Context: an optimization exercise on an open-source flow, tuned for a short achievable clock period and few clock cycles. The choices shown serve that exercise and are no tape-out recipe. RTL that was checked went through simulation tests only; none was proved equivalent to the original. For run 1, only the layout was checked, not whether the RTL still works. The clock port is modelled as an ideal driver; clocking choices that lean on that would not hold on a real chip. Power and IR drop assume default switching activity.

**flow/run.sh**
```bash
#!/bin/bash
# Standard ORFS layout with four changes: timing repair aims for 5.5 ns of setup slack;
# before detailed placement, the registers that drive output ports are moved next to their
# port buffers (flow/pre_dp.tcl); clock sinks are clustered 25 per leaf buffer within
# 100 um; and the clock tree's root buffer is removed after CTS (flow/pre_cts.tcl) so the
# clock port drives the 4 first-level buffers directly. ORFS writes each step's log under
# orfs/logs; make's output goes to flow_make.log.
set -euo pipefail
bash standard.sh SETUP_SLACK_MARGIN=5.5 CTS_CLUSTER_SIZE=25 CTS_CLUSTER_DIAMETER=100 \
  PRE_DETAIL_PLACE_TCL="$PWD/flow/pre_dp.tcl" PRE_CTS_TCL="$PWD/flow/pre_cts.tcl" \
  finish > flow_make.log 2>&1
```
**flow/pre_cts.tcl**
```tcl
proc my_remove_clock_root {} {
  set block [ord::get_db_block]
  set port [$block findBTerm clk]
  set net [$port getNet]
  set loads {}
  foreach it [$net getITerms] { if {[$it isInputSignal]} { lappend loads $it } }
  if {[llength $loads] != 1} { puts "ROOTRM: clk has [llength $loads] loads, left alone"; return }
  set root [[lindex $loads 0] getInst]
  set master [[$root getMaster] getName]
  if {![string match "sky130_fd_sc_hd__clkbuf_*" $master]} { puts "ROOTRM: root is $master, left alone"; return }
  set rname [$root getName]
  set onet [[$root findITerm X] getNet]
  set sinks {}
  foreach it [$onet getITerms] { if {[$it getInst] != $root} { lappend sinks $it } }
  if {[llength $sinks] > 4 || [llength [$onet getBTerms]] > 0} { puts "ROOTRM: root drives [llength $sinks] cells, left alone"; return }
  foreach it $sinks { $it disconnect; $it connect $net }
  [$root findITerm A] disconnect
  [$root findITerm X] disconnect
  odb::dbInst_destroy $root
  odb::dbNet_destroy $onet
  puts "ROOTRM: removed root buffer $rname; clk now drives [llength $sinks] buffers"
}

rename clock_tree_synthesis my_orig_clock_tree_synthesis
proc clock_tree_synthesis {args} {
  my_orig_clock_tree_synthesis {*}$args
  my_remove_clock_root
}
```
**flow/pre_dp.tcl**
```tcl
# Sourced by ORFS before detailed placement (PRE_DETAIL_PLACE_TCL). Each register whose
# output feeds only an output port's buffer is moved onto that buffer's spot, so the
# register-to-buffer wire is short; detailed placement then legalizes both. The Avalon
# request registers are left where global placement put them.
proc my_pull_output_regs {} {
  set block [ord::get_db_block]
  set n 0
  foreach bt [$block getBTerms] {
    if {[$bt getIoType] != "OUTPUT"} { continue }
    # The address register takes waitrequest's fanout; the placer keeps it between the two.
    if {[string match "avm_m0_*" [$bt getName]]} { continue }
    set net [$bt getNet]
    if {$net == "NULL"} { continue }
    set drv ""
    foreach it [$net getITerms] { if {[$it isOutputSignal]} { set drv $it } }
    if {$drv == ""} { continue }
    set buf [$drv getInst]
    set ain ""
    foreach it [$buf getITerms] { if {[$it isInputSignal] && [$it getNet] != "NULL" && ![[$it getNet] isSpecial]} { set ain $it } }
    if {$ain == ""} { continue }
    set rnet [$ain getNet]
    set reg ""
    foreach it [$rnet getITerms] { if {[$it isOutputSignal]} { set reg [$it getInst] } }
    if {$reg == "" || ![string match "sky130_fd_sc_hd__*df*" [[$reg getMaster] getName]]} { continue }
    # Only registers whose output feeds nothing but the port buffer.
    set nld 0
    foreach it [$rnet getITerms] { if {[$it isInputSignal]} { incr nld } }
    if {$nld != 1} { continue }
    set bl [$buf getLocation]
    $reg setLocation [lindex $bl 0] [lindex $bl 1]
    incr n
  }
  puts "PULL: moved $n output registers next to their port buffers"
}
my_pull_output_regs
```
**standard.sh**
```bash
#!/bin/bash
# synth_recipe.tcl (not shown) runs the flow's synth.tcl, then flattens the netlist and writes it again
# the make line also repeats each setting of config.mk as NAME=value (left out here)
make -C /OpenROAD-flow-scripts/flow DESIGN_CONFIG=/design/flow/config.mk WORK_HOME=/design/flow/orfs CLKGATE_MAP_FILE= SYNTH_SCRIPT=/design/flow/synth_recipe.tcl "${@:-finish}"
```
**config.mk**
```make
export PLATFORM = sky130hd
export DESIGN_NAME = scene_fetch
export DESIGN_NICKNAME = scene_fetch
export VERILOG_FILES = /design/flow/design.v
export SDC_FILE = /design/flow/constraint.sdc
export NUM_CORES = 4
export LEC_CHECK = 0
export ABC_CLOCK_PERIOD_IN_PS = 2500
export CAP_MARGIN = 20
export CORE_MARGIN = 2
export CORE_UTILIZATION = 40
export SETUP_SLACK_MARGIN = 5
export SLEW_MARGIN = 20
```
**constraint.sdc**
```tcl
create_clock -name core_clock -period 8.0 [get_ports {clk}]
set_input_delay 1.6000 -clock core_clock [delete_from_list [all_inputs] [get_ports {clk}]]
set_output_delay 1.6000 -clock core_clock [all_outputs]
set_load 0.01 [all_outputs]
```
**design.v**
```verilog
package rt_pkg;
  typedef logic signed [31:0] fixed_t;   
  typedef struct packed {
    fixed_t z;
    fixed_t y;
    fixed_t x;
  } vec3_t;
  typedef struct packed {
    vec3_t dir;
    vec3_t orig;
  } ray_t;
  typedef struct packed {
    vec3_t v2;
    vec3_t v1;
    vec3_t v0;
  } tri_t;
  localparam int unsigned RAY_HWORDS = 12;
  localparam int unsigned CNT_HWORDS = 2;
  localparam int unsigned TRI_HWORDS = 18;
  localparam logic [1:0] IssHdr  = 2'd0;   
  localparam logic [1:0] IssWait = 2'd1;   
  localparam logic [1:0] IssTri  = 2'd2;   
  localparam logic [1:0] IssEnd  = 2'd3;   
endpackage
module avm_read_issuer #(
  parameter int unsigned MAX_PEND = 4
) (
  input  logic        clk,
  input  logic        reset,
  input  logic        load_i,         
  input  logic [31:0] load_addr_i,
  input  logic        nz_i,           
  input  logic        zero_i,         
  input  logic        cnt_i,          
  input  logic [31:0] cnt_val_i,
  input  logic        take_i,         
  input  logic        rsp_i,          
  input  logic        waitrequest_i,
  output logic        read_o,
  output logic [31:0] address_o
);
  localparam logic [5:0] SPACE = 6'(2 * rt_pkg::TRI_HWORDS);
  logic [1:0]  ph_q, ph_d;
  logic        read_q, read_d;
  logic        nread_q;              
  logic [31:0] addr_q;
  logic        b0_q, wrap;
  logic [3:0]  lo_q, lo_nxt;
  logic [26:0] hi_q, hi_nxt, hp1_q;
  logic [4:0]  hw_q, hw_d;
  logic        left_one;             
  logic        dec_q, dec_d;         
  logic [2:0]  pend_q, pend_d;
  logic [5:0]  space_q, space_d;     
  logic        sdec_q, sdec_d;       
  logic [5:0]  space;                
  logic        nz_q, nz_d;           
  logic        acc;
  logic        hw_last, rec_last, nz;
  logic        can_acc, can_noacc;
  logic        pend_ok_acc, pend_ok_noacc;
  assign acc      = !nread_q && !waitrequest_i;
  assign hw_last  = (ph_q == rt_pkg::IssHdr) ? (hw_q == 5'd13) : (hw_q == 5'd17);
  assign rec_last = left_one;
  assign nz       = nz_q || nz_i;
  assign space    = space_q - 6'(sdec_q);
  always_comb begin
    can_acc   = 1'b0;
    can_noacc = 1'b0;
    unique case (ph_q)
      rt_pkg::IssHdr: begin
        can_acc   = !hw_last || nz;
        can_noacc = 1'b1;
      end
      rt_pkg::IssWait: begin
        can_acc   = 1'b0;
        can_noacc = nz_i;
      end
      rt_pkg::IssTri: begin
        can_acc   = !(hw_last && rec_last) && (space > 6'd1);
        can_noacc = (space != 6'd0);
      end
      default: ;
    endcase
  end
  assign pend_ok_acc   = rsp_i || (pend_q < 3'(MAX_PEND - 1));
  assign pend_ok_noacc = rsp_i || (pend_q < 3'(MAX_PEND));
  always_comb begin
    if (!nread_q) read_d = waitrequest_i || (can_acc && pend_ok_acc);
    else          read_d = can_noacc && pend_ok_noacc;
    ph_d    = ph_q;
    hw_d    = hw_q;
    dec_d   = 1'b0;
    space_d = space + (take_i ? 6'(rt_pkg::TRI_HWORDS) : 6'd0);
    sdec_d  = acc && (ph_q == rt_pkg::IssTri);
    pend_d  = pend_q + 3'(acc) - 3'(rsp_i);
    nz_d    = nz_q || nz_i;
    if (acc) begin
      hw_d = hw_last ? 5'd0 : hw_q + 5'd1;
      if (ph_q == rt_pkg::IssHdr && hw_last) begin
        ph_d    = nz ? rt_pkg::IssTri : rt_pkg::IssWait;
      end
      if (ph_q == rt_pkg::IssTri) begin
        if (hw_last) begin
          dec_d = 1'b1;
          if (rec_last) ph_d = rt_pkg::IssEnd;
        end
      end
    end
    if (ph_q == rt_pkg::IssWait) begin
      if (nz_i)   ph_d = rt_pkg::IssTri;
      if (zero_i) ph_d = rt_pkg::IssEnd;
    end
    if (load_i) begin
      read_d  = (load_addr_i[4:1] != 4'hF);
      ph_d    = rt_pkg::IssHdr;
      hw_d    = '0;
      pend_d  = '0;
      nz_d    = 1'b0;
      space_d = SPACE;
      sdec_d  = 1'b0;
    end
  end
  always_ff @(posedge clk) begin
    if (!reset) begin
      read_q  <= 1'b0;
      nread_q <= 1'b1;
      ph_q    <= rt_pkg::IssEnd;
      hw_q    <= '0;
      dec_q   <= 1'b0;
      pend_q  <= '0;
      space_q <= '0;
      sdec_q  <= 1'b0;
      nz_q    <= 1'b0;
    end else begin
      read_q  <= read_d;
      nread_q <= !read_d;
      ph_q    <= ph_d;
      hw_q    <= hw_d;
      dec_q   <= dec_d;
      pend_q  <= pend_d;
      space_q <= space_d;
      sdec_q  <= sdec_d;
      nz_q    <= nz_d;
    end
  end
  assign wrap     = (lo_q == 4'hF);
  assign lo_nxt   = acc ? lo_q + 4'd1 : lo_q;
  assign hi_nxt   = (acc && wrap) ? hp1_q : hi_q;
  always_ff @(posedge clk) begin
    if (!reset)      addr_q <= '0;
    else if (load_i) addr_q <= load_addr_i;
    else             addr_q <= {hi_nxt, lo_nxt, b0_q};
  end
  always_ff @(posedge clk) begin
    if (load_i) begin
      b0_q <= load_addr_i[0];
      lo_q <= load_addr_i[4:1];
      hi_q <= load_addr_i[31:5];
    end else begin
      lo_q <= lo_nxt;
      hi_q <= hi_nxt;
    end
    hp1_q <= hi_q + 27'd1;
  end
  rec_countdown u_left (
    .clk    (clk),
    .reset  (reset),
    .load_i (cnt_i),
    .val_i  (cnt_val_i),
    .dec_i  (dec_q),
    .one_o  (left_one)
  );
  assign read_o    = read_q;
  assign address_o = addr_q;
endmodule
module rec_countdown (
  input  logic        clk,
  input  logic        reset,
  input  logic        load_i,
  input  logic [31:0] val_i,
  input  logic        dec_i,
  output logic        one_o
);
  logic [15:0] lo_q, hi_q;
  logic        bp_q;                 
  logic        hz_q;                 
  always_ff @(posedge clk) begin
    if (!reset) begin
      bp_q <= 1'b0;
    end else if (load_i) begin
      bp_q <= 1'b0;
    end else if (dec_i) begin
      bp_q <= (lo_q == 16'd0);
    end else begin
      bp_q <= 1'b0;
    end
  end
  always_ff @(posedge clk) begin
    if (load_i) begin
      lo_q <= val_i[15:0];
      hi_q <= val_i[31:16];
      hz_q <= (val_i[31:16] == 16'd0);
    end else if (dec_i) begin
      lo_q <= lo_q - 16'd1;
    end else if (bp_q) begin
      hi_q <= hi_q - 16'd1;
      hz_q <= (hi_q == 16'd1);
    end
  end
  assign one_o = !bp_q && hz_q && (lo_q == 16'd1);
endmodule
module scene_fetch #(
  parameter int unsigned MAX_PEND = 4
) (
  input  logic                 clk,
  input  logic                 reset,
  input  logic                 start,
  input  logic [31:0]          base_addr,
  output logic                 avm_m0_read,
  output logic [31:0]          avm_m0_address,
  output logic [1:0]           avm_m0_byteenable,
  input  logic                 avm_m0_waitrequest,
  input  logic [15:0]          avm_m0_readdata,
  input  logic                 avm_m0_readdatavalid,
  output logic [191:0]         o_ray,
  output logic                 o_ray_valid,
  output logic [287:0]         o_tri,
  output logic [31:0]          o_tri_index,
  output logic                 o_tri_valid,
  input  logic                 i_tri_ready,
  output logic                 o_tri_last,
  output logic [31:0]          o_tri_cnt,
  output logic                 o_busy,
  output logic                 o_done
);
  logic         busy_q, done_q, done_d;
  logic         idle_q, ndone_q, ntv_q;
  logic         load;
  logic         rdv;
  logic [15:0]  rd;
  logic         rx_tri_q, rx_tri_d;
  logic [4:0]   rx_hw_q, rx_hw_d;
  logic [287:0] rec_q, rec_d;
  logic         full_q, full_d;      
  logic         lo_nz_q;             
  logic         h11_q, h12_q, h13_q, t17_q;
  logic         ray_ld_q, cnt_ld_q, zero_q, nz_q, tri_ld_q;
  logic [191:0] ray_q;
  logic         ray_valid_q, ray_valid_d;
  logic [31:0]  cnt_q;
  logic [287:0] tri_q;
  logic         tri_valid_q, tri_valid_d;
  logic [31:0]  idx_q, ld_q;         
  logic         ld_one;              
  logic         all_ld_q;            
  logic         last_q;
  logic         take_q;
  logic         ray_ld, lo_rx, cnt_ld, tri_ld, rec_end, handshake, rd_nz, nz_ev, zero_ev;
  assign rdv       = avm_m0_readdatavalid;
  assign rd        = avm_m0_readdata;
  assign load      = start && idle_q;
  assign handshake = !ntv_q && i_tri_ready;
  assign rec_d   = rdv ? {rd, rec_q[287:16]} : rec_q;
  assign ray_ld  = rdv && h11_q;
  assign lo_rx   = rdv && h12_q;
  assign cnt_ld  = rdv && h13_q;
  assign rd_nz   = (rd != 16'd0);
  assign nz_ev   = (lo_rx || cnt_ld) && rd_nz;
  assign zero_ev = cnt_ld && !rd_nz && !lo_nz_q;
  assign rec_end = rdv && t17_q;
  assign tri_ld  = (full_q && ntv_q) || (rdv && t17_q && ntv_q);
  avm_read_issuer #(.MAX_PEND(MAX_PEND)) u_issuer (
    .clk           (clk),
    .reset         (reset),
    .load_i        (load),
    .load_addr_i   (base_addr),
    .nz_i          (nz_q),
    .zero_i        (zero_q),
    .cnt_i         (cnt_ld_q),
    .cnt_val_i     (rec_q[287:256]),
    .take_i        (take_q),
    .rsp_i         (rdv),
    .waitrequest_i (avm_m0_waitrequest),
    .read_o        (avm_m0_read),
    .address_o     (avm_m0_address)
  );
  always_comb begin
    rx_tri_d = rx_tri_q;
    rx_hw_d  = rx_hw_q;
    full_d   = full_q;
    done_d   = zero_q || (handshake && all_ld_q);
    if (rdv) begin
      if (cnt_ld) begin
        rx_tri_d = 1'b1;
        rx_hw_d  = '0;
      end else if (rec_end) begin
        rx_hw_d  = '0;
      end else begin
        rx_hw_d  = rx_hw_q + 5'd1;
      end
    end
    if (rec_end) full_d = 1'b1;
    if (tri_ld)  full_d = 1'b0;
    if (load) begin
      rx_tri_d = 1'b0;
      rx_hw_d  = '0;
      full_d   = 1'b0;
    end
  end
  assign ray_valid_d = !load && (ray_ld_q || ray_valid_q);
  assign tri_valid_d = (!ntv_q && !i_tri_ready) || tri_ld;
  always_ff @(posedge clk) begin
    if (!reset) begin
      busy_q      <= 1'b0;
      done_q      <= 1'b0;
      idle_q      <= 1'b1;
      ndone_q     <= 1'b1;
      ntv_q       <= 1'b1;
      rx_tri_q    <= 1'b0;
      rx_hw_q     <= '0;
      h11_q       <= 1'b0;
      h12_q       <= 1'b0;
      h13_q       <= 1'b0;
      t17_q       <= 1'b0;
      full_q      <= 1'b0;
      ray_ld_q    <= 1'b0;
      cnt_ld_q    <= 1'b0;
      zero_q      <= 1'b0;
      nz_q        <= 1'b0;
      tri_ld_q    <= 1'b0;
      ray_valid_q <= 1'b0;
      tri_valid_q <= 1'b0;
      take_q      <= 1'b0;
    end else begin
      busy_q      <= load || (!idle_q && ndone_q);
      done_q      <= done_d;
      idle_q      <= !(load || (!idle_q && ndone_q));
      ndone_q     <= !done_d;
      ntv_q       <= !tri_valid_d;
      rx_tri_q    <= rx_tri_d;
      rx_hw_q     <= rx_hw_d;
      h11_q       <= !rx_tri_d && (rx_hw_d == 5'd11);
      h12_q       <= !rx_tri_d && (rx_hw_d == 5'd12);
      h13_q       <= !rx_tri_d && (rx_hw_d == 5'd13);
      t17_q       <= rx_tri_d && (rx_hw_d == 5'd17);
      full_q      <= full_d;
      ray_ld_q    <= ray_ld;
      cnt_ld_q    <= cnt_ld;
      zero_q      <= zero_ev;
      nz_q        <= nz_ev;
      tri_ld_q    <= tri_ld;
      ray_valid_q <= ray_valid_d;
      tri_valid_q <= tri_valid_d;
      take_q      <= handshake;
    end
  end
  always_ff @(posedge clk) begin
    rec_q <= rec_d;
    if (lo_rx)    lo_nz_q <= rd_nz;
    if (ray_ld_q) ray_q   <= rec_q[287:96];
    if (cnt_ld_q) begin
      cnt_q     <= rec_q[287:256];
      ld_q      <= '0;
    end else if (tri_ld_q) begin
      ld_q      <= ld_q + 32'd1;
    end
    if (tri_ld) begin
      tri_q  <= rec_d;
      idx_q  <= ld_q;
      last_q <= ld_one;
    end
  end
  rec_countdown u_ld_left (
    .clk    (clk),
    .reset  (reset),
    .load_i (cnt_ld_q),
    .val_i  (rec_q[287:256]),
    .dec_i  (tri_ld_q),
    .one_o  (ld_one)
  );
  always_ff @(posedge clk) begin
    if (!reset || load)         all_ld_q <= 1'b0;
    else if (tri_ld && ld_one)  all_ld_q <= 1'b1;
  end
  assign avm_m0_byteenable = 2'b11;
  assign o_ray       = ray_q;
  assign o_ray_valid = ray_valid_q;
  assign o_tri       = tri_q;
  assign o_tri_index = idx_q;
  assign o_tri_valid = tri_valid_q;
  assign o_tri_last  = last_q;
  assign o_tri_cnt   = cnt_q;
  assign o_busy      = busy_q;
  assign o_done      = done_q;
endmodule
```
==> results of run 1 <==
[layer usage]
layer | wire (µm) | GRT usage
met1 | 39800 | 0.252
met2 | 49900 | 0.356
met3 | 6090 | 0.0414
met4 | 2890 | 0.0555
met5 | 13 | 0
[repair_timing]
action                      CTS  global route
gates resized for setup    2568           106
setup buffers                25            11
pin swaps                     7            17
cloned                       18            15
setup endpoints to repair  1488          1049
[flip-flops by register name, summed over array words and instances, names as in the netlist, 27 cells and up]
| signal | cells |
|---|---|
| ld_q | 32 |
| u_issuer.hi_q | 27 |
| idx_q | 32 |
| tri_q | 288 |
| cnt_q | 32 |
| ray_q | 192 |
| u_issuer.addr_q | 32 |
| u_issuer.hp1_q | 27 |
| rec_q | 288 |
[logic make-up (layout without fill, tap and decap cells)]
group | Yosys count | after routing
flops | 1071 | 1071
mux | 347 | 347
buf+inv | 124 | 850
compound gates | 129 | 129
other cells | 1 | 3
fa+ha+maj | 24 | 24
simple gates | 405 | 406
xor+xnor | 116 | 116
[final cells by class]
| type | count | area [µm²] | share of cell area |
|---|---|---|---|
| clock inverters | 6 | 87.6 | 0.00196 |
| clock buffers | 81 | 1350 | 0.0302 |
| diodes | 1 | 2.50 | 0.0000561 |
| flip-flops and latches | 1071 | 27600 | 0.619 |
| well taps | 1176 | 1470 | 0.0330 |
| multi-input cells | 1024 | 8230 | 0.184 |
| inverters | 46 | 183 | 0.00409 |
| repair buffers | 717 | 5690 | 0.127 |
[worst paths after layout]
| path | startpoint | endpoint |
|---|---|---|
| setup / recovery | avm_m0_readdatavalid | h12_q |
| hold / removal | rec_q[127] | ray_q[31] |
| setup reg to reg | cnt_ld_q | u_issuer.u_left.hz_q |
| hold reg to reg | rec_q[127] | ray_q[31] |
[synthesized netlist by cell type, drive strengths merged, types with 13 or more instances]
cell type,count
mux2,306
inv,45
mux2i,41
nor4,29
xor2,50
buf,29
and3,16
nand2,81
xnor2,66
edfxtp,613
nand3,27
nor2,95
and2,34
ha,23
a21oi,38
nand4,25
o21ai,56
and4,13
or3,17
dfxtp,458
clkbuf,49
nor3,32
[stage by stage]
step	util	total power, mW
finish	0.497	11.2
global route	0.497	11.7
CTS	0.488	11.3
detailed placement	0.488	8.43
global placement	0.488	8.24
floorplan	-	7.84
[power groups by stage]
stage	logic, mW	registers (mW)	clock network, mW
global placement	0.887	7.36	0
finish	1.06	7.30	2.86
global route	1.16	7.38	3.13
CTS	1.05	7.31	2.94
detailed placement	1.00	7.43	0
floorplan	0.731	7.11	0
==> key figures, run 1 <==
Critical path
  • WP buf/inv: 1
  • CP startpoint kind: input port
  • Max incr delay on CP: 0.48 ns
  • Worst Path Arrival: 3.21 ns
  • Stages on worst setup path: 6
  • Crit Path Category: input port to flop
  • Worst path top cell family by delay: simple AND/OR/NAND/NOR gates
  • Crit path top cell by count: or3b_4
  • Cells on worst reg2reg path: 6
  • Crit path required time: 8.38 ns
  • R2R setup slack: 5.44 ns
  • Crit-path max FO: 4
  • Worst Setup End Kind: flop
  • Slowest CP cell: or4b_4
  • Critical path cell sequence: buf_16 -> or3b_4 -> or3b_4 -> a21oi_4 -> or4b_4 -> nor2_2

Synthesis
  • Top cell type by total area after synthesis: edfxtp_1
  • Cell area after synthesis: 36,100 µm²
  • Compound-Gate Fraction of Synth Area: 0.0210
  • Synth unique cells: 62
  • Mux contribution to synthesized area: 0.107
  • Avg Cell Area, Syn: 16.3 µm²
  • Number of synthesized register bits: 1,071
  • Xor and xnor area share after synthesis: 0.0281
  • Ranking of synthesized cells by area: edfxtp_1 51%, dfxtp_1 25%, mux2_2 9.5%, xnor2_1 1.6%, xor2_1 1.2%
  • Adder-cell share of the synthesized area: 0.00852
  • Post-synth ARST share: 0
  • Share of the synthesized area in the top cell type: 0.510
  • Simple logic cell fraction of the synthesized area: 0.0581
  • Ys Warns: 3
  • EDFF count, synth: 613
  • Synthesized instance count: 2,217
  • Main synth FF type: edfxtp_1
  • Sequential area share after synthesis: 0.764
  • Largest family of logic cells by synthesized area: multiplexers

Global route
  • Vias in the first global route: 20,400
  • Initial antenna violation count: 6
  • Gr usage total: 0.202
  • Largest net degree at the start of global routing: 166
  • GRT overflow: 0
  • First-pass GRT wire length: 141,000 µm

CTS
  • Clk slew on worst S/H paths: 0.10 ns
  • Hold buffer count at cts: 0
  • TritonCTS Buffers: 49
  • Clk latency of the worst-skew pair: 0.45 ns
  • CTS tree: done
  • Clock sinks: 1,071

Finish
  • Design area: 44,600 µm²
  • Fill cells: 7,579
  • Non-filler cells, final: 4,122
  • Commonest non-fill, non-tap cell in the layout: edfxtp_1
  • Commonest non-fill, non-tap cells in the layout: 613 x edfxtp_1, 462 x buf_2, 427 x dfxtp_1, 303 x mux2_2, 123 x buf_6
  • Layout net count: 2,986
  • Layout cells sized above 1: 0.371
  • Syn-to-layout area delta: 23.6%

Floorplanning
  • Vert. Die Dim: 304 µm
  • Core area: 89,700 µm²
  • Initial core utilization: 0.402
  • Die ar.: 92,700 µm²
  • I/O pin cnt: 638
  • Number of cell rows: 110
  • Die X: 304 µm

STA
  • Minimum clock period: 2.82 ns
  • Min Hold Slack: 0.453 ns
  • Final hold vios: 0
  • Slew margin rel.: 0.301
  • Clock Skews: 0.0196 ns
  • Setup ws final: 5.18 ns
  • Fmax achieved: 354 MHz
  • Finish-stage setup viols: 0
  • RSZ-0062 raised after global routing: true
  • Worst-margin pin slew: 1.05 ns
  • Setup TNS: 0 ns
  • Final worst-path cycle share: 0.353
  • Fin. max-slew vios: 0

Pwr
  • Leakage: 17.2 nW
  • VDD IR max: 0.165 mV
  • Cell Pwr Density: 251 nW/µm²
  • Gate power share: 0.094
  • Reg power frac: 0.651
  • Clock network power share: 0.255
  • Sw Pwr: 2.71 mW
  • Cell Int Power: 8.51 mW
  • Sw frac: 0.241

Outcome
  • Status: finished clean

Routing
  • DR WL/cell: 23.9 µm
  • First-pass detailed-route iteration total: 5
  • Routed Wire Length: 98,700 µm
  • Detailed-route via count: 20,500
  • # DRC: 0
  • Via density: 4.98
  • Post-route ant nets: 0
  • Number of DRC markers in iteration 0: 1,391

Place
  • Post-DP HPWL: 65,000 µm
  • Count of input and output buffers: 635
  • GP Congestion: 0.805
  • Area after DPL: 43,800 µm²
  • Placed Cells: 3,964
  • Place WS: 3.38 ns

Worst hold path
  • Hold path depth: 0
  • Min-delay worst type: flop to flop

Run
  • Max Cap Viol: 0
==> run 2: changes to the inputs <==
--- a/design.v
+++ b/design.v
@@ -246,3 +246,3 @@
   logic         lo_nz_q;             
-  logic         h11_q, h12_q, h13_q, t17_q;
+  logic         h11_q, h12_q, h13_q, t17_q, h11_d, h12_d, h13_d, t17_d;
   logic         ray_ld_q, cnt_ld_q, zero_q, nz_q, tri_ld_q;
@@ -310,2 +310,6 @@
   end
+  assign h11_d = !load && (rdv ? (!rx_tri_q && (rx_hw_q == 5'd10)) : h11_q);
+  assign h12_d = !load && (rdv ? (!rx_tri_q && (rx_hw_q == 5'd11)) : h12_q);
+  assign h13_d = !load && (rdv ? (!rx_tri_q && (rx_hw_q == 5'd12)) : h13_q);
+  assign t17_d = !load && (rdv ? ( rx_tri_q && (rx_hw_q == 5'd16)) : t17_q);
   assign ray_valid_d = !load && (ray_ld_q || ray_valid_q);
@@ -342,6 +346,6 @@
       rx_hw_q     <= rx_hw_d;
-      h11_q       <= !rx_tri_d && (rx_hw_d == 5'd11);
-      h12_q       <= !rx_tri_d && (rx_hw_d == 5'd12);
-      h13_q       <= !rx_tri_d && (rx_hw_d == 5'd13);
-      t17_q       <= rx_tri_d && (rx_hw_d == 5'd17);
+      h11_q       <= h11_d;
+      h12_q       <= h12_d;
+      h13_q       <= h13_d;
+      t17_q       <= t17_d;
       full_q      <= full_d;
--- a/flow/run.sh
+++ b/flow/run.sh
@@ -3,3 +3,3 @@
 # before detailed placement, the registers that drive output ports are moved next to their
-# port buffers (flow/pre_dp.tcl); clock sinks are clustered 25 per leaf buffer within
+# port buffers (flow/pre_dp.tcl); clock sinks are clustered 20 per leaf buffer within
 # 100 um; and the clock tree's root buffer is removed after CTS (flow/pre_cts.tcl) so the
@@ -8,3 +8,3 @@
 set -euo pipefail
-bash standard.sh SETUP_SLACK_MARGIN=5.5 CTS_CLUSTER_SIZE=25 CTS_CLUSTER_DIAMETER=100 \
+bash standard.sh SETUP_SLACK_MARGIN=5.5 CTS_CLUSTER_SIZE=20 CTS_CLUSTER_DIAMETER=100 \
   PRE_DETAIL_PLACE_TCL="$PWD/flow/pre_dp.tcl" PRE_CTS_TCL="$PWD/flow/pre_cts.tcl" \
==> key figures, run 2 <==
Outcome
  • Status: finished clean (unchanged)

Critical path
  • Max incr delay on CP: 0.42 ns (was 0.48 ns)
  • Worst Setup End Kind: output pin (was flop)
  • Worst Path Arrival: 1.05 ns (was 3.21 ns)
  • WP buf/inv: 1 (unchanged)
  • Worst path top cell family by delay: flip-flops (was simple AND/OR/NAND/NOR gates)
  • CP startpoint kind: flop (was input port)
  • Stages on worst setup path: 1 (was 6)
  • Crit-path max FO: 1 (was 4)
  • Crit path required time: 6.40 ns (was 8.38 ns)
  • Slowest CP cell: edfxtp_1 (was or4b_4)
  • Crit Path Category: flop to output pin (was input port to flop)
  • Cells on worst reg2reg path: 7 (was 6)
  • Critical path cell sequence: buf_2 (was buf_16 -> or3b_4 -> or3b_4 -> a21oi_4 -> or4b_4 -> nor2_2)

STA
  • Final hold vios: 0 (unchanged)
  • Minimum clock period: 2.65 ns (was 2.82 ns)
  • Worst-margin pin slew: 1.02 ns (was 1.05 ns)
  • Setup TNS: 0 ns (unchanged)
  • RSZ-0062 raised after global routing: true (unchanged)
  • Clock Skews: 0.0209 ns (was 0.0196 ns)
  • Slew margin rel.: 0.323 (was 0.301)
  • Fmax achieved: 377 MHz (was 354 MHz)
  • Final worst-path cycle share: 0.331 (was 0.353)
  • Setup ws final: 5.35 ns (was 5.18 ns)
  • Fin. max-slew vios: 0 (unchanged)
  • Finish-stage setup viols: 0 (unchanged)

CTS
  • Hold buffer count at cts: 0 (unchanged)
  • CTS tree: done (unchanged)
  • TritonCTS Buffers: 59 (was 49)
  • Clk slew on worst S/H paths: 0.09 ns (was 0.10 ns)
  • Clk latency of the worst-skew pair: 0.47 ns (was 0.45 ns)
  • Clock sinks: 1,071 (unchanged)

Pwr
  • Reg power frac: 0.638 (was 0.651)
  • Sw Pwr: 2.80 mW (was 2.71 mW)
  • Cell Int Power: 8.70 mW (was 8.51 mW)
  • Cell Pwr Density: 259 nW/µm² (was 251 nW/µm²)
  • Gate power share: 0.093 (was 0.094)
  • Sw frac: 0.244 (was 0.241)
  • Leakage: 17.0 nW (was 17.2 nW)
  • VDD IR max: 0.155 mV (was 0.165 mV)
  • Clock network power share: 0.268 (was 0.255)
  • Overall power: 11.5 mW (was 11.2 mW)

Global route
  • Initial antenna violation count: 6 (unchanged)
  • Vias in the first global route: 20,400 (about the same)
  • GRT overflow: 0 (unchanged)
  • Gr usage total: 0.202 (about the same)
  • Largest net degree at the start of global routing: 69 (was 166)
  • First-pass GRT wire length: 141,000 µm (about the same)

Floorplanning
  • Number of cell rows: 110 (unchanged)
  • Core area: 89,700 µm² (unchanged)
  • Die X: 304 µm (about the same)
  • Vert. Die Dim: 304 µm (about the same)
  • Die ar.: 92,600 µm² (was 92,700 µm²)
  • I/O pin cnt: 638 (unchanged)
  • Initial core utilization: 0.402 (about the same)

Finish
  • Layout net count: 2,964 (was 2,986)
  • Commonest non-fill, non-tap cells in the layout: 613 x edfxtp_1, 484 x buf_2, 422 x dfxtp_1, 310 x mux2_2, 104 x buf_6 (was 613 x edfxtp_1, 462 x buf_2, 427 x dfxtp_1, 303 x mux2_2, 123 x buf_6)
  • Final Core Density: 0.495 (was 0.497)
  • Design area: 44,400 µm² (was 44,600 µm²)
  • Top flop regs: rec_q: 288 flops, tri_q: 288 flops, ray_q: 192 flops (unchanged)
  • Commonest non-fill, non-tap cell in the layout: edfxtp_1 (unchanged)
  • Syn-to-layout area delta: 23.0% (was 23.6%)
  • Layout cells sized above 1: 0.373 (was 0.371)

Routing
  • First-pass detailed-route iteration total: 5 (unchanged)
  • Number of DRC markers in iteration 0: 1,315 (was 1,391)
  • Routed Wire Length: 96,800 µm (was 98,700 µm)
  • Post-route ant nets: 0 (unchanged)
  • Detailed-route via count: 20,400 (was 20,500)
  • Via density: 4.96 (was 4.98)
  • DR WL/cell: 23.5 µm (was 23.9 µm)
  • # DRC: 0 (unchanged)

Synthesis
  • Top-count cell post-synth: edfxtp_1 (unchanged)
  • Ys Warns: 3 (unchanged)
  • Post-synth ARST share: 0 (unchanged)
  • EDFF count, synth: 613 (unchanged)
  • Sequential area share after synthesis: 0.764 (about the same)
  • Ranking of synthesized cells by area: edfxtp_1 51%, dfxtp_1 25%, mux2_2 9.7%, xnor2_1 1.8%, mux2i_1 1.1% (was edfxtp_1 51%, dfxtp_1 25%, mux2_2 9.5%, xnor2_1 1.6%, xor2_1 1.2%)
  • Cell area after synthesis: 36,100 µm² (about the same)
  • Synth top cells by count: 613 x edfxtp_1, 458 x dfxtp_1, 310 x mux2_2 (was 613 x edfxtp_1, 458 x dfxtp_1, 303 x mux2_2)
  • Share of the synthesized area in the top cell type: 0.510 (about the same)
  • Synthesized instance count: 2,204 (was 2,217)
  • Main synth FF type: edfxtp_1 (unchanged)
  • Top cell type by total area after synthesis: edfxtp_1 (unchanged)
  • Number of synthesized register bits: 1,071 (unchanged)
  • Avg Cell Area, Syn: 16.4 µm² (was 16.3 µm²)
  • Synth unique cells: 60 (was 62)

Run
  • Max Cap Viol: 0 (unchanged)

Place
  • Place WS: 3.92 ns (was 3.38 ns)
  • Count of input and output buffers: 635 (unchanged)
  • Post-DP HPWL: 64,400 µm (was 65,000 µm)
  • GP Congestion: 0.826 (was 0.805)
  • Area after DPL: 43,800 µm² (about the same)

Worst hold path
  • Hold path depth: 1 (was 0)
  • Min-delay worst type: flop to flop (unchanged)
## run 2: changes by cell type after synthesis, sizes merged, moves of 4 or more
cell	before	now
xnor2	66	76
buf	29	8
inv	45	39
nor3	32	23
nand2	81	89
clkbuf	49	65
mux2	306	310
nor4	29	23
xor2	50	42
nand2b	6	11
## run 2: cells by family (layout without fill, tap and decap cells)
kind of cell / after synthesis / count (layout) / synth area share
flip-flops: 1071 / 1071 / 0.764
AND/OR/NAND/NOR: 405 / 405 / 0.0594
multiplexers: 348 / 348 / 0.107
AO/OA/AOI/OAI: 122 / 122 / 0.0190
XOR/XNOR: 118 / 118 / 0.0286
buffers and inverters: 113 / 841 / 0.0123
adder cells (fa/ha/maj): 26 / 26 / 0.00922
other: 1 / 4 / 0.000104
## run 2: cell type report
cell class,instances,area [µm²]
Fill cell,7522,45400
Sequential cell,1071,27600
Multi-Input combinational cell,1021,8280
Timing Repair Buffer,690,5130
Clock buffer,105,1630
Tap cell,1176,1470
Inverter,40,173
Clock inverter,4,43.8
Timing Repair inverter,2,17.5
Antenna cell,2,5.00
## run 2: routing by layer
| metal | wire length [µm] | vias to the layer above | GRT usage |
|---|---|---|---|
| li1 | - | 9437 | - |
| met4 | 2510 | 4 | 0.0504 |
| met5 | 24 | - | 0 |
| met2 | 49100 | 657 | 0.358 |
| met3 | 6230 | 112 | 0.0478 |
| met1 | 38900 | 10200 | 0.249 |
## run 2: power groups by stage
stage	registers, mW	clock network [mW]	logic (mW)
final	7.34	3.08	1.07
after CTS	7.34	3.16	1.06
after detailed placement	7.46	0	1.01
after global routing	7.41	3.36	1.17
after floorplan	7.11	0	0.728
after global placement	7.38	0	0.882
## run 2: final timing paths
path                            slack [ns]                       end                     from
worst min register to register        0.45                    zero_q                  lo_nz_q
worst max register to register        5.64  u_issuer.u_left.hi_q[12]  u_issuer.u_left.hi_q[0]
worst min-delay path                  0.45                    zero_q                  lo_nz_q
worst max-delay path                  5.35             o_tri_cnt[31]                cnt_q[31]
## run 2: per-stage QoR
step	std cells	hold slack [ns]
finish	4111	0.448
global route	4110	0.474
CTS	4104	0.448
detailed placement	3956	0.413
global placement	3956	0.402
floorplan	2205	0.390
## run 2: what timing repair did
item | CTS | global route
pin swaps | 11 | 11
gates resized for setup | 2555 | 93
endpoints found under the setup margin | 1607 | 647
cloned | 19 | 2
buffers inserted | 20 | 3
Testbench counts of run 2, summed over its fixed seeds: cycles 89,225.
==> run 3: changes to the inputs <==
--- a/flow/run.sh
+++ b/flow/run.sh
@@ -3,3 +3,3 @@
 # before detailed placement, the registers that drive output ports are moved next to their
-# port buffers (flow/pre_dp.tcl); clock sinks are clustered 20 per leaf buffer within
+# port buffers (flow/pre_dp.tcl); clock sinks are clustered 30 per leaf buffer within
 # 100 um; and the clock tree's root buffer is removed after CTS (flow/pre_cts.tcl) so the
@@ -8,3 +8,3 @@
 set -euo pipefail
-bash standard.sh SETUP_SLACK_MARGIN=5.5 CTS_CLUSTER_SIZE=20 CTS_CLUSTER_DIAMETER=100 \
+bash standard.sh SETUP_SLACK_MARGIN=5.5 CTS_CLUSTER_SIZE=30 CTS_CLUSTER_DIAMETER=100 \
   PRE_DETAIL_PLACE_TCL="$PWD/flow/pre_dp.tcl" PRE_CTS_TCL="$PWD/flow/pre_cts.tcl" \
==> key figures, run 3 <==
Outcome
  • Status: finished clean (unchanged)

Synthesis
  • Sequential area share after synthesis: 0.764 (unchanged)
  • Top-count cell post-synth: edfxtp_1 (unchanged)
  • Number of synthesized register bits: 1,071 (unchanged)
  • Main synth FF type: edfxtp_1 (unchanged)
  • Avg Cell Area, Syn: 16.4 µm² (unchanged)
  • Share of the synthesized area in the top cell type: 0.510 (unchanged)
  • Synth top cells by count: 613 x edfxtp_1, 458 x dfxtp_1, 310 x mux2_2 (unchanged)
  • Cell area after synthesis: 36,100 µm² (unchanged)
  • Post-synth ARST share: 0 (unchanged)
  • Top cell type by total area after synthesis: edfxtp_1 (unchanged)
  • Synthesized instance count: 2,204 (unchanged)
  • Synth unique cells: 60 (unchanged)
  • EDFF count, synth: 613 (unchanged)
  • Ranking of synthesized cells by area: edfxtp_1 51%, dfxtp_1 25%, mux2_2 9.7%, xnor2_1 1.8%, mux2i_1 1.1% (unchanged)
  • Ys Warns: 3 (unchanged)

Routing
  • # DRC: 0 (unchanged)
  • DR WL/cell: 23.5 µm (about the same)
  • Routed Wire Length: 95,800 µm (was 96,800 µm)
  • Via density: 4.96 (about the same)
  • Post-route ant nets: 0 (unchanged)
  • Number of DRC markers in iteration 0: 1,292 (was 1,315)
  • Detailed-route via count: 20,200 (was 20,400)
  • First-pass detailed-route iteration total: 5 (unchanged)

Critical path
  • Worst path top cell family by delay: flip-flops (unchanged)
  • Worst Path Arrival: 1.03 ns (was 1.05 ns)
  • Critical path cell sequence: buf_2 (unchanged)
  • Stages on worst setup path: 1 (unchanged)
  • Worst Setup End Kind: output pin (unchanged)
  • Cells on worst reg2reg path: 7 (unchanged)
  • Crit Path Category: flop to output pin (unchanged)
  • WP buf/inv: 1 (unchanged)
  • Crit-path max FO: 1 (unchanged)
  • CP startpoint kind: flop (unchanged)
  • Crit path required time: 6.40 ns (about the same)
  • Max incr delay on CP: 0.42 ns (about the same)
  • R2R setup slack: 5.65 ns (was 5.64 ns)
  • Slowest CP cell: edfxtp_1 (unchanged)

Pwr
  • Sw frac: 0.248 (was 0.244)
  • Cell Pwr Density: 254 nW/µm² (was 259 nW/µm²)
  • Gate power share: 0.096 (was 0.093)
  • Overall power: 11.1 mW (was 11.5 mW)
  • Reg power frac: 0.658 (was 0.638)
  • Sw Pwr: 2.76 mW (was 2.80 mW)
  • VDD IR max: 0.172 mV (was 0.155 mV)
  • Cell Int Power: 8.39 mW (was 8.70 mW)
  • Clock network power share: 0.246 (was 0.268)
  • Leakage: 16.8 nW (was 17.0 nW)

Floorplanning
  • Vert. Die Dim: 304 µm (unchanged)
  • Die X: 304 µm (unchanged)
  • I/O pin cnt: 638 (unchanged)
  • Die ar.: 92,600 µm² (unchanged)
  • Initial core utilization: 0.402 (unchanged)
  • Number of cell rows: 110 (unchanged)
  • Core area: 89,700 µm² (unchanged)

STA
  • Setup TNS: 0 ns (unchanged)
  • RSZ-0062 raised after global routing: true (unchanged)
  • Finish-stage setup viols: 0 (unchanged)
  • Worst-margin pin slew: 1.01 ns (was 1.02 ns)
  • Fin. max-slew vios: 0 (unchanged)
  • Fmax achieved: 380 MHz (was 377 MHz)
  • Final hold vios: 0 (unchanged)
  • Clock Skews: 0.0232 ns (was 0.0209 ns)
  • Setup ws final: 5.37 ns (was 5.35 ns)
  • Minimum clock period: 2.63 ns (was 2.65 ns)
  • Final worst-path cycle share: 0.329 (was 0.331)
  • Slew margin rel.: 0.327 (was 0.323)

Finish
  • Layout net count: 2,947 (was 2,964)
  • Commonest non-fill, non-tap cells in the layout: 613 x edfxtp_1, 482 x buf_2, 422 x dfxtp_1, 310 x mux2_2, 103 x buf_6 (was 613 x edfxtp_1, 484 x buf_2, 422 x dfxtp_1, 310 x mux2_2, 104 x buf_6)
  • Layout cells sized above 1: 0.372 (was 0.373)
  • Final Core Density: 0.489 (was 0.495)
  • Commonest non-fill, non-tap cell in the layout: edfxtp_1 (unchanged)
  • Non-filler cells, final: 4,079 (was 4,111)
  • Top flop regs: rec_q: 288 flops, tri_q: 288 flops, ray_q: 192 flops (unchanged)
  • Fill cells: 7,570 (was 7,522)
  • Syn-to-layout area delta: 21.6% (was 23.0%)

Global route
  • Vias in the first global route: 20,300 (was 20,400)
  • GRT overflow: 0 (unchanged)
  • Gr usage total: 0.198 (was 0.202)
  • Largest net degree at the start of global routing: 70 (was 69)
  • First-pass GRT wire length: 139,000 µm (was 141,000 µm)
  • Initial antenna violation count: 6 (unchanged)

Place
  • Count of input and output buffers: 635 (unchanged)
  • GP Congestion: 0.826 (unchanged)
  • Post-DP HPWL: 64,400 µm (unchanged)
  • Placed Cells: 3,956 (unchanged)
  • Place WS: 3.92 ns (unchanged)

CTS
  • Clock sinks: 1,071 (unchanged)
  • Clk slew on worst S/H paths: 0.11 ns (was 0.09 ns)
  • TritonCTS Buffers: 43 (was 59)
  • Hold buffer count at cts: 0 (unchanged)
  • CTS tree: done (unchanged)
  • Clk latency of the worst-skew pair: 0.46 ns (was 0.47 ns)

Run
  • Max Cap Viol: 0 (unchanged)

Worst hold path
  • Hold path depth: 1 (unchanged)
  • Min-delay worst type: flop to flop (unchanged)
run 3: cell count changes in the layout (fill, tap and decap cells not counted), moves of 4 or more:
cell and change:
o21ai_1 +8, dlymetal6s2s_1 +7, buf_4 +7, o21ai_0 -5, mux2i_1 +4, clkdlybuf4s50_1 -4, clkbuf_16 -16, bufbuf_16 -4
clkbuf_1 -21
run 3: final timing paths:
kind,startpoint,end
worst max-delay path,ray_q[24],o_ray[24]
worst min-delay path,lo_nz_q,zero_q
worst max register to register,u_issuer.u_left.hi_q[0],u_issuer.u_left.hi_q[12]
worst min register to register,lo_nz_q,zero_q
run 3: layout make-up:
type                    count  area, µm²  share of cell area
diodes                      1       2.50           0.0000570
clock buffers              68       1150              0.0262
clock inverters            11        171             0.00391
repair inverters            2       22.5            0.000513
repair buffers            689       5010               0.114
multi-input cells        1021       8260               0.188
well taps                1176       1470              0.0335
flip-flops and latches   1071      27600               0.629
inverters                  40        183             0.00416
run 3: metrics by stage:
stage	hold WS [ns]	instance area [µm²]
floorplan	0.390	36200
global placement	0.402	43800
detailed placement	0.413	43800
CTS	0.454	43500
global route	0.474	43900
finish	0.454	43900
run 3: kinds of logic (layout without fill, tap and decap cells):
logic type      count (synthesis)  count (layout)  share of synthesized area
compound gates                122             122                     0.0190
xor+xnor                      118             118                     0.0286
fa+ha+maj                      26              26                    0.00922
buf+inv                       113             810                     0.0123
flops                        1071            1071                      0.764
mux                           348             348                      0.107
other cells                     1               3                   0.000104
simple gates                  405             405                     0.0594
run 3: per-layer routing:
metal	global-route usage	vias up	wire, µm
met5	0	-	24
met4	0.0457	4	2350
met3	0.0451	105	6020
met2	0.352	643	48600
met1	0.245	10100	38800
li1	-	9384	-
run 3: power groups by stage:
stage	clock, mW	combinational [mW]	sequential, mW
2_1_floorplan	0	0.728	7.11
3_3_place_gp	0	0.882	7.38
3_5_place_dp	0	1.01	7.46
4_1_cts	2.79	1.06	7.34
5_1_grt	2.99	1.17	7.41
6_report	2.74	1.07	7.34
run 3: timing repair:
action,CTS,global route
cloned,12,4
pin swaps,20,18
setup buffers,20,7
setup endpoints to repair,1609,752
gates resized for setup,2575,77
==> run 4: changes to the inputs <==
--- a/flow/run.sh
+++ b/flow/run.sh
@@ -3,3 +3,3 @@
 # before detailed placement, the registers that drive output ports are moved next to their
-# port buffers (flow/pre_dp.tcl); clock sinks are clustered 30 per leaf buffer within
+# port buffers (flow/pre_dp.tcl); clock sinks are clustered 25 per leaf buffer within
 # 100 um; and the clock tree's root buffer is removed after CTS (flow/pre_cts.tcl) so the
@@ -8,3 +8,3 @@
 set -euo pipefail
-bash standard.sh SETUP_SLACK_MARGIN=5.5 CTS_CLUSTER_SIZE=30 CTS_CLUSTER_DIAMETER=100 \
+bash standard.sh SETUP_SLACK_MARGIN=5.5 CTS_CLUSTER_SIZE=25 CTS_CLUSTER_DIAMETER=100 \
   PRE_DETAIL_PLACE_TCL="$PWD/flow/pre_dp.tcl" PRE_CTS_TCL="$PWD/flow/pre_cts.tcl" \
==> key figures, run 4 <==
Outcome
  • Status: finished clean (unchanged)

Finish
  • Multi-input logic area: 8270 µm² (was 8260 µm²)
  • Non-filler cells, final: 4,096 (was 4,079)
  • Commonest non-fill, non-tap cell in the layout: edfxtp_1 (unchanged)
  • Syn-to-layout area delta: 22.5% (was 21.6%)
  • Layout cells sized above 1: 0.374 (was 0.372)
  • Fill cells: 7,571 (was 7,570)
  • Layout net count: 2,959 (was 2,947)
  • Register area: 27,600 µm² (unchanged)
  • Commonest non-fill, non-tap cells in the layout: 613 x edfxtp_1, 483 x buf_2, 422 x dfxtp_1, 310 x mux2_2, 105 x buf_6 (was 613 x edfxtp_1, 482 x buf_2, 422 x dfxtp_1, 310 x mux2_2, 103 x buf_6)
  • Top flop regs: rec_q: 288 flops, tri_q: 288 flops, ray_q: 192 flops (unchanged)

STA
  • Final hold vios: 0 (unchanged)
  • Finish-stage setup viols: 0 (unchanged)
  • Setup TNS: 0 ns (unchanged)
  • Slew margin rel.: 0.327 (about the same)
  • Clock Skews: 0.0213 ns (was 0.0232 ns)
  • Fmax achieved: 379 MHz (was 380 MHz)
  • Minimum clock period: 2.64 ns (was 2.63 ns)
  • Final worst-path cycle share: 0.330 (was 0.329)
  • RSZ-0062 raised after global routing: true (unchanged)
  • Fin. max-slew vios: 0 (unchanged)
  • Worst-margin pin slew: 1.01 ns (about the same)

Synthesis
  • Number of synthesized register bits: 1,071 (unchanged)
  • Cell area after synthesis: 36,100 µm² (unchanged)
  • Post-synth ARST share: 0 (unchanged)
  • Ranking of synthesized cells by area: edfxtp_1 51%, dfxtp_1 25%, mux2_2 9.7%, xnor2_1 1.8%, mux2i_1 1.1% (unchanged)
  • Avg Cell Area, Syn: 16.4 µm² (unchanged)
  • Top cell type by total area after synthesis: edfxtp_1 (unchanged)
  • Top-count cell post-synth: edfxtp_1 (unchanged)
  • EDFF count, synth: 613 (unchanged)
  • Share of the synthesized area in the top cell type: 0.510 (unchanged)
  • Synth unique cells: 60 (unchanged)
  • Ys Warns: 3 (unchanged)
  • Synthesized instance count: 2,204 (unchanged)
  • Main synth FF type: edfxtp_1 (unchanged)
  • Synth top cells by count: 613 x edfxtp_1, 458 x dfxtp_1, 310 x mux2_2 (unchanged)
  • Sequential area share after synthesis: 0.764 (unchanged)

CTS
  • TritonCTS Buffers: 49 (was 43)
  • Clk slew on worst S/H paths: 0.10 ns (was 0.11 ns)
  • Clk latency of the worst-skew pair: 0.45 ns (was 0.46 ns)
  • Clock sinks: 1,071 (unchanged)
  • CTS tree: done (unchanged)

Critical path
  • Crit path required time: 6.40 ns (about the same)
  • Slowest CP cell: edfxtp_1 (unchanged)
  • Worst Path Arrival: 1.04 ns (was 1.03 ns)
  • CP startpoint kind: flop (unchanged)
  • Critical path cell sequence: buf_2 (unchanged)
  • WP buf/inv: 1 (unchanged)
  • Crit Path Category: flop to output pin (unchanged)
  • Worst path top cell family by delay: flip-flops (unchanged)
  • Worst r2r src: u_issuer.u_left.hi_q[0] (unchanged)
  • Worst Setup End Kind: output pin (unchanged)
  • R2R setup slack: 5.64 ns (was 5.65 ns)
  • Crit-path max FO: 1 (unchanged)
  • RR Endpoint: u_issuer.u_left.hi_q[12] (unchanged)
  • Cells on worst reg2reg path: 7 (unchanged)
  • Max incr delay on CP: 0.43 ns (was 0.42 ns)

Routing
  • Detailed-route via count: 20,400 (was 20,200)
  • Post-route ant nets: 0 (unchanged)
  • Routed Wire Length: 96,900 µm (was 95,800 µm)
  • # DRC: 0 (unchanged)
  • Number of DRC markers in iteration 0: 1,294 (was 1,292)
  • First-pass detailed-route iteration total: 5 (unchanged)
  • DR WL/cell: 23.7 µm (was 23.5 µm)
  • Via density: 4.97 (was 4.96)

Floorplanning
  • I/O pin cnt: 638 (unchanged)
  • Core area: 89,700 µm² (unchanged)
  • Initial core utilization: 0.402 (unchanged)
  • Number of cell rows: 110 (unchanged)
  • Die X: 304 µm (unchanged)
  • Vert. Die Dim: 304 µm (unchanged)
  • Die ar.: 92,600 µm² (unchanged)

Worst hold path
  • Hold Crit Endpoint: zero_q (unchanged)
  • HP Start: lo_nz_q (unchanged)
  • Hold path depth: 1 (unchanged)
  • Min-delay worst type: flop to flop (unchanged)

Global route
  • Largest net degree at the start of global routing: 69 (was 70)
  • Vias in the first global route: 20,300 (about the same)
  • First-pass GRT wire length: 141,000 µm (was 139,000 µm)
  • Gr usage total: 0.202 (was 0.198)
  • GRT overflow: 0 (unchanged)
  • Initial antenna violation count: 7 (was 6)

Place
  • Placed Cells: 3,956 (unchanged)
  • Count of input and output buffers: 635 (unchanged)
  • GP Congestion: 0.826 (unchanged)
  • Post-DP HPWL: 64,400 µm (unchanged)

Pwr
  • Leakage: 16.9 nW (was 16.8 nW)
  • Cell Pwr Density: 254 nW/µm² (about the same)
  • VDD IR max: 0.168 mV (was 0.172 mV)

Run
  • Max Cap Viol: 0 (unchanged)
[run 4: cell counts after synthesis]
No cell type changed its count.
[run 4: cell families after synthesis]
logic type | count (synthesis) | share of synthesized area
adders and majority gates | 26 | 0.00922
and+or+nand+nor | 405 | 0.0594
other | 1 | 0.000104
AOI/OAI and AO/OA | 122 | 0.0190
xor gates and xnor gates | 118 | 0.0286
buffers and inverters | 113 | 0.0123
DFF | 1071 | 0.764
muxes | 348 | 0.107
[run 4: worst reg2reg max path: stages, from the launching register on]
cell and delay [ns]:
edfxtp_1 0.47, inv_1 0.10, ha_1 0.17, or3b_2 0.55, nor4_4 0.31, nand3b_1 0.14, xnor2_1 0.14, mux2_2 0.26
[run 4: worst max-delay path by stage]
stage,startpoint,cells after the start,to
floorplan,avm_m0_readdatavalid,3,idx_q[0]
global placement,avm_m0_readdatavalid,4,tri_q[100]
detailed placement,avm_m0_readdatavalid,4,tri_q[35]
CTS,ray_q[17],1,o_ray[17]
global route,tri_q[0],1,o_tri[0]
finish,cnt_q[31],1,o_tri_cnt[31]
[run 4: area by class of cell]
class	count	share of cell area
sequential	1071	0.625
multi-input combinational	1021	0.187
timing repair buffer	695	0.118
tap	1176	0.0333
clock buffer	83	0.0306
inverter	40	0.00396
clock inverter	7	0.00178
timing repair inverter	2	0.000396
antenna	1	0.0000566
[run 4: metrics by stage]
step / area [µm²] / setup WS (ns) / total power [mW] / util / hold WS [ns]
finish: 44200 / 5.36 / 11.2 / 0.493 / 0.451
global route: 44200 / 5.31 / 11.7 / 0.493 / 0.477
CTS: 43900 / 5.34 / 11.3 / 0.489 / 0.451
detailed placement: 43800 / 3.92 / 8.47 / 0.488 / 0.413
global placement: 43800 / 4.02 / 8.26 / 0.488 / 0.402
floorplan: 36200 / 1.02 / 7.84 / - / 0.390
[run 4: report_power, final]
part / internal (mW) / total, mW / switching (mW)
Combinational: 0.583 / 1.07 / 0.488
Clock: 1.18 / 2.84 / 1.65
Sequential: 6.73 / 7.33 / 0.605
[run 4: repair_timing]
action                                  in CTS  in global routing
resized for setup                         2580                 83
endpoints found under the setup margin    1608                700
cloned                                      20                  2
setup buffers                               24                  3
pin swaps                                   14                 11
hold buffers                                 0                  0
[run 4: layer usage]
layer  vias up  track usage  part of all wire  wire length, µm
met4         6       0.0452             0.024             2290
li1       9423            -                 -                -
met5         -            0           0.00039               38
met2       711        0.360              0.51            49200
met1     10100        0.251              0.40            39100
met3       104       0.0451             0.065             6280
==> run 5: changes to the inputs <==
--- a/flow/run.sh
+++ b/flow/run.sh
@@ -1,3 +1,3 @@
 #!/bin/bash
-# Standard ORFS layout with four changes: timing repair aims for 5.5 ns of setup slack;
+# Standard ORFS layout with four changes: timing repair aims for 5.7 ns of setup slack;
 # before detailed placement, the registers that drive output ports are moved next to their
@@ -8,3 +8,3 @@
 set -euo pipefail
-bash standard.sh SETUP_SLACK_MARGIN=5.5 CTS_CLUSTER_SIZE=25 CTS_CLUSTER_DIAMETER=100 \
+bash standard.sh SETUP_SLACK_MARGIN=5.7 CTS_CLUSTER_SIZE=25 CTS_CLUSTER_DIAMETER=100 \
   PRE_DETAIL_PLACE_TCL="$PWD/flow/pre_dp.tcl" PRE_CTS_TCL="$PWD/flow/pre_cts.tcl" \
==> key figures, run 5 <==
Outcome
  • Status: finished clean (unchanged)

Synthesis
  • Avg Cell Area, Syn: 16.4 µm² (unchanged)
  • Cell area after synthesis: 36,100 µm² (unchanged)
  • Synth unique cells: 60 (unchanged)
  • Synthesized instance count: 2,204 (unchanged)
  • Share of the synthesized area in the top cell type: 0.510 (unchanged)
  • Main synth FF type: edfxtp_1 (unchanged)
  • Xor and xnor area share after synthesis: 0.0286 (unchanged)
  • Synth top cells by count: 613 x edfxtp_1, 458 x dfxtp_1, 310 x mux2_2 (unchanged)
  • Mux contribution to synthesized area: 0.107 (unchanged)
  • Top cell type by total area after synthesis: edfxtp_1 (unchanged)
  • Top-count cell post-synth: edfxtp_1 (unchanged)
  • Number of synthesized register bits: 1,071 (unchanged)
  • Simple logic cell fraction of the synthesized area: 0.0594 (unchanged)
  • Largest family of logic cells by synthesized area: multiplexers (unchanged)
  • Adder-cell share of the synthesized area: 0.00922 (unchanged)
  • EDFF count, synth: 613 (unchanged)
  • Ranking of synthesized cells by area: edfxtp_1 51%, dfxtp_1 25%, mux2_2 9.7%, xnor2_1 1.8%, mux2i_1 1.1% (unchanged)
  • Compound-Gate Fraction of Synth Area: 0.0190 (unchanged)
  • Sequential area share after synthesis: 0.764 (unchanged)
  • Ys Warns: 3 (unchanged)
  • Post-synth ARST share: 0 (unchanged)

STA
  • Finish-stage setup viols: 0 (unchanged)
  • Minimum clock period: 2.67 ns (was 2.64 ns)
  • Slew margin rel.: 0.580 (was 0.327)
  • RSZ-0062 raised after global routing: true (unchanged)
  • Fin. max-slew vios: 0 (unchanged)
  • Min Hold Slack: 0.430 ns (was 0.451 ns)
  • Final worst-path cycle share: 0.334 (was 0.330)
  • Fmax achieved: 374 MHz (was 379 MHz)
  • Setup TNS: 0 ns (unchanged)
  • Setup ws final: 5.33 ns (was 5.36 ns)
  • Final hold vios: 0 (unchanged)
  • Clock Skews: 0.0298 ns (was 0.0213 ns)
  • Worst-margin pin slew: 0.631 ns (was 1.01 ns)

Finish
  • Layout net count: 3,119 (was 2,959)
  • Layout cells sized above 1: 0.416 (was 0.374)
  • Commonest non-fill, non-tap cells in the layout: 613 x edfxtp_1, 479 x buf_2, 421 x dfxtp_1, 214 x mux2_2, 128 x buf_6 (was 613 x edfxtp_1, 483 x buf_2, 422 x dfxtp_1, 310 x mux2_2, 105 x buf_6)
  • Register area: 27,600 µm² (about the same)
  • Fill cells: 7,219 (was 7,571)
  • Commonest non-fill, non-tap cell in the layout: edfxtp_1 (unchanged)
  • Multi-input logic area: 8770 µm² (was 8270 µm²)
  • Top flop regs: rec_q: 288 flops, tri_q: 288 flops, ray_q: 192 flops (unchanged)
  • Syn-to-layout area delta: 33.0% (was 22.5%)
  • Non-filler cells, final: 4,258 (was 4,096)

Floorplanning
  • Core area: 89,700 µm² (unchanged)
  • Vert. Die Dim: 304 µm (unchanged)
  • I/O pin cnt: 638 (unchanged)
  • Initial core utilization: 0.402 (unchanged)
  • Die X: 304 µm (unchanged)
  • Die ar.: 92,600 µm² (unchanged)
  • Number of cell rows: 110 (unchanged)

Routing
  • First-pass detailed-route iteration total: 5 (unchanged)
  • Via density: 5.08 (was 4.97)
  • Number of DRC markers in iteration 0: 1,433 (was 1,294)
  • Detailed-route via count: 21,600 (was 20,400)
  • # DRC: 0 (unchanged)
  • DR WL/cell: 25.5 µm (was 23.7 µm)
  • Post-route ant nets: 0 (unchanged)
  • Routed Wire Length: 108,000 µm (was 96,900 µm)

Pwr
  • Overall power: 11.6 mW (was 11.2 mW)
  • VDD IR max: 0.179 mV (was 0.168 mV)
  • Leakage: 18.8 nW (was 16.9 nW)
  • Cell Pwr Density: 242 nW/µm² (was 254 nW/µm²)

Critical path
  • WP buf/inv: 1 (unchanged)
  • Crit Path Category: flop to output pin (unchanged)
  • Crit path required time: 6.40 ns (about the same)
  • Max incr delay on CP: 0.43 ns (about the same)
  • Worst path top cell family by delay: flip-flops (unchanged)
  • Worst Setup End Kind: output pin (unchanged)
  • Crit-path max FO: 1 (unchanged)
  • Slowest CP cell: edfxtp_1 (unchanged)
  • Critical path cell sequence: buf_2 (unchanged)
  • CP startpoint kind: flop (unchanged)
  • Worst Path Arrival: 1.07 ns (was 1.04 ns)

CTS
  • TritonCTS Buffers: 49 (unchanged)
  • Clk latency of the worst-skew pair: 0.47 ns (was 0.45 ns)
  • Clk slew on worst S/H paths: 0.11 ns (was 0.10 ns)
  • Clock sinks: 1,071 (unchanged)
  • CTS tree: done (unchanged)

Global route
  • Gr usage total: 0.218 (was 0.202)
  • Initial antenna violation count: 1 (was 7)
  • First-pass GRT wire length: 151,000 µm (was 141,000 µm)
  • GRT overflow: 0 (unchanged)
  • Vias in the first global route: 21,300 (was 20,300)
  • Largest net degree at the start of global routing: 71 (was 69)

Place
  • Place WS: 3.32 ns (was 3.92 ns)
  • Placed Cells: 3,956 (unchanged)
  • Post-DP HPWL: 64,800 µm (was 64,400 µm)
  • Count of input and output buffers: 635 (unchanged)
  • GP Congestion: 0.825 (was 0.826)

Run
  • Max Cap Viol: 0 (unchanged)

Worst hold path
  • Min-delay worst type: flop to flop (unchanged)
run 5: cell counts after synthesis:
Identical to the previous run, type by type.
run 5: cell type report:
cell class / instances / area share
sequential: 1071 / 0.576
multi-input combinational: 1022 / 0.183
timing repair buffer: 854 / 0.176
tap: 1176 / 0.0307
clock buffer: 84 / 0.0287
inverter: 40 / 0.00360
clock inverter: 6 / 0.00193
timing repair inverter: 2 / 0.000417
antenna: 3 / 0.000156
run 5: kinds of logic after synthesis:
kind of cell / Yosys count
XOR/XNOR: 118
adder cells (fa/ha/maj): 26
multiplexers: 348
AO/OA/AOI/OAI: 122
flip-flops: 1071
buffers and inverters: 113
AND/OR/NAND/NOR: 405
other: 1
run 5: through the flow:
step	area, µm²	utilization
finish	48000	0.535
global route	48000	0.535
CTS	46000	0.513
detailed placement	43800	0.488
global placement	43800	0.488
floorplan	36200	-
run 5: repair_timing:
item                        CTS  global route
hold buffers                  0             0
pin swaps                    58            46
buffers inserted             70            39
hold endpoints to repair      0             0
setup endpoints to repair  1807          1507
gates resized for setup    2716           259
cloned                       65            35
run 5: metal layers:
layer  part of all wire  global-route usage
met3              0.061              0.0389
met5                  0                   0
met2               0.51               0.387
met4              0.033              0.0617
met1               0.40               0.272
run 5: final timing paths:
path	startpoint	to	slack, ns	cells past startpoint
max	tri_q[134]	o_tri[134]	5.33	1
min	lo_nz_q	zero_q	0.43	1
max reg2reg	u_issuer.u_left.lo_q[11]	u_issuer.ph_q[0]	5.78	5
min reg2reg	lo_nz_q	zero_q	0.43	1
run 5: where the power goes:
part	total [mW]	switching, mW	internal (mW)
Clock	2.92	1.69	1.23
Sequential	7.38	0.647	6.73
Combinational	1.32	0.547	0.769
==> run 6: changes to the inputs <==
--- a/flow/run.sh
+++ b/flow/run.sh
@@ -1,3 +1,3 @@
 #!/bin/bash
-# Standard ORFS layout with four changes: timing repair aims for 5.7 ns of setup slack;
+# Standard ORFS layout with four changes: timing repair aims for 5.3 ns of setup slack;
 # before detailed placement, the registers that drive output ports are moved next to their
@@ -8,3 +8,3 @@
 set -euo pipefail
-bash standard.sh SETUP_SLACK_MARGIN=5.7 CTS_CLUSTER_SIZE=25 CTS_CLUSTER_DIAMETER=100 \
+bash standard.sh SETUP_SLACK_MARGIN=5.3 CTS_CLUSTER_SIZE=25 CTS_CLUSTER_DIAMETER=100 \
   PRE_DETAIL_PLACE_TCL="$PWD/flow/pre_dp.tcl" PRE_CTS_TCL="$PWD/flow/pre_cts.tcl" \
==> key figures, run 6 <==
Pwr
  • Leakage: 16.6 nW (was 18.8 nW)
  • VDD IR max: 0.159 mV (was 0.179 mV)

CTS
  • Clk slew on worst S/H paths: 0.10 ns (was 0.11 ns)
  • Clock sinks: 1,071 (unchanged)

Worst hold path
  • Min-delay worst type: flop to flop (unchanged)
  • Hold path depth: 1 (unchanged)
  • Hold Crit Endpoint: zero_q (unchanged)

Synthesis
  • EDFF count, synth: 613 (unchanged)
  • Avg Cell Area, Syn: 16.4 µm² (unchanged)
  • Ranking of synthesized cells by area: edfxtp_1 51%, dfxtp_1 25%, mux2_2 9.7%, xnor2_1 1.8%, mux2i_1 1.1% (unchanged)
  • Main synth FF type: edfxtp_1 (unchanged)
  • Top cell type by total area after synthesis: edfxtp_1 (unchanged)

Run
  • Max Cap Viol: 0 (unchanged)

Critical path
  • Cells on worst reg2reg path: 6 (was 5)
  • RR Endpoint: u_ld_left.hz_q (was u_issuer.ph_q[0])
  • Crit Path Category: input port to flop (was flop to output pin)

Routing
  • First-pass detailed-route iteration total: 5 (unchanged)
  • Met2 Wirelength: 46,800 µm (was 54,800 µm)
  • Via density: 4.94 (was 5.08)
  • Routed wl met3: 5650 µm (was 6620 µm)
  • DR WL/cell: 23.2 µm (was 25.5 µm)
  • Metal-1 WL: 38,800 µm (was 43,400 µm)
  • Detailed-route via count: 20,100 (was 21,600)
  • # DRC: 0 (unchanged)
  • Routed Wire Length: 94,500 µm (was 108,000 µm)

Finish
  • Syn-to-layout area delta: 21.1% (was 33.0%)
  • Layout cells sized above 1: 0.326 (was 0.416)

Floorplanning
  • Die ar.: 92,600 µm² (unchanged)
  • Number of cell rows: 110 (unchanged)

Global route
  • Initial antenna violation count: 2 (was 1)
  • First-pass GRT wire length: 138,000 µm (was 151,000 µm)

STA
  • Clock Skews: 0.0218 ns (was 0.0298 ns)
  • Minimum clock period: 2.69 ns (was 2.67 ns)

Outcome
  • Status: finished clean (unchanged)
==> run 6: cell counts after synthesis <==
No cell type changed its count.
==> run 6: report_power, final <==
| part | leakage [nW] | switching, mW | internal [mW] |
|---|---|---|---|
| clock network | 0.703 | 1.67 | 1.21 |
| logic | 6.24 | 0.471 | 0.565 |
| registers | 9.62 | 0.583 | 6.73 |
| total | 16.6 | 2.72 | 8.50 |
==> run 6: cells by family (layout without fill, tap and decap cells) <==
| family | Yosys count | after routing | share of synthesized area |
|---|---|---|---|
| simple gates | 405 | 405 | 0.0594 |
| fa+ha+maj | 26 | 26 | 0.00922 |
| other cells | 1 | 3 | 0.000104 |
| xor+xnor | 118 | 118 | 0.0286 |
| compound gates | 122 | 122 | 0.0190 |
| mux | 348 | 348 | 0.107 |
| buf+inv | 113 | 806 | 0.0123 |
| flops | 1071 | 1071 | 0.764 |
==> run 6: per-layer routing <==
| layer | track usage | vias to the layer above |
|---|---|---|
| li1 | - | 9344 |
| met1 | 0.245 | 10000 |
| met2 | 0.345 | 635 |
| met3 | 0.0434 | 128 |
| met4 | 0.0592 | 2 |
| met5 | 0 | - |
==> run 6: final cells by class <==
cell class	instances	area, µm²
Antenna cell	1	2.50
Clock buffer	84	1380
Clock inverter	9	103
Fill cell	7631	46000
Inverter	40	161
Multi-Input combinational cell	1021	8190
Sequential cell	1071	27600
Tap cell	1176	1470
Timing Repair Buffer	673	4800
==> run 6: through the flow <==
step | power [mW] | instances | utilization | hold WS (ns) | instance area, µm²
global route | 11.7 | 4074 | 0.487 | 0.447 | 43700
floorplan | 7.84 | 2205 | - | 0.390 | 36300
CTS | 11.3 | 4070 | 0.502 | 0.429 | 45100
global placement | 8.26 | 3956 | 0.488 | 0.402 | 43800
finish | 11.2 | 4075 | 0.487 | 0.428 | 43700
detailed placement | 8.46 | 3956 | 0.488 | 0.414 | 43800
==> run 6: worst max-delay path, cell delays in order <==
cell	delay [ns]
dlygate4sd2_1	0.29
nor2_4	0.14
and4_4	0.25
bufbuf_16	0.30
mux2i_1	0.17
o21ai_0	0.11
and2_1	0.18
==> run 6: how the worst max path moves through the flow <==
stage | startpoint | end | slack [ns] | cells past startpoint
final | avm_m0_waitrequest | u_issuer.addr_q[12] | 5.31 | 7
after global routing | avm_m0_waitrequest | u_issuer.addr_q[23] | 5.25 | 7
after CTS | ray_q[72] | o_ray[72] | 5.30 | 1
after detailed placement | avm_m0_waitrequest | u_issuer.addr_q[20] | 3.91 | 7
after global placement | avm_m0_waitrequest | u_issuer.addr_q[18] | 4.01 | 7
after floorplan | avm_m0_readdatavalid | idx_q[0] | 1.02 | 3
==> run 6: repair_timing <==
action,CTS,global route
setup buffers,11,2
setup endpoints to repair,1428,400
resized for setup,1747,295
cloned,10,2
pin swaps,3,3

Check on run 6: ideal ports give 5.305 ns setup slack; a clkbuf_16 on the clock port and buf_2 on the inputs give 5.202 ns; moving port delays by the midpoint clock arrival (0.566 ns) as well gives 4.639 ns.
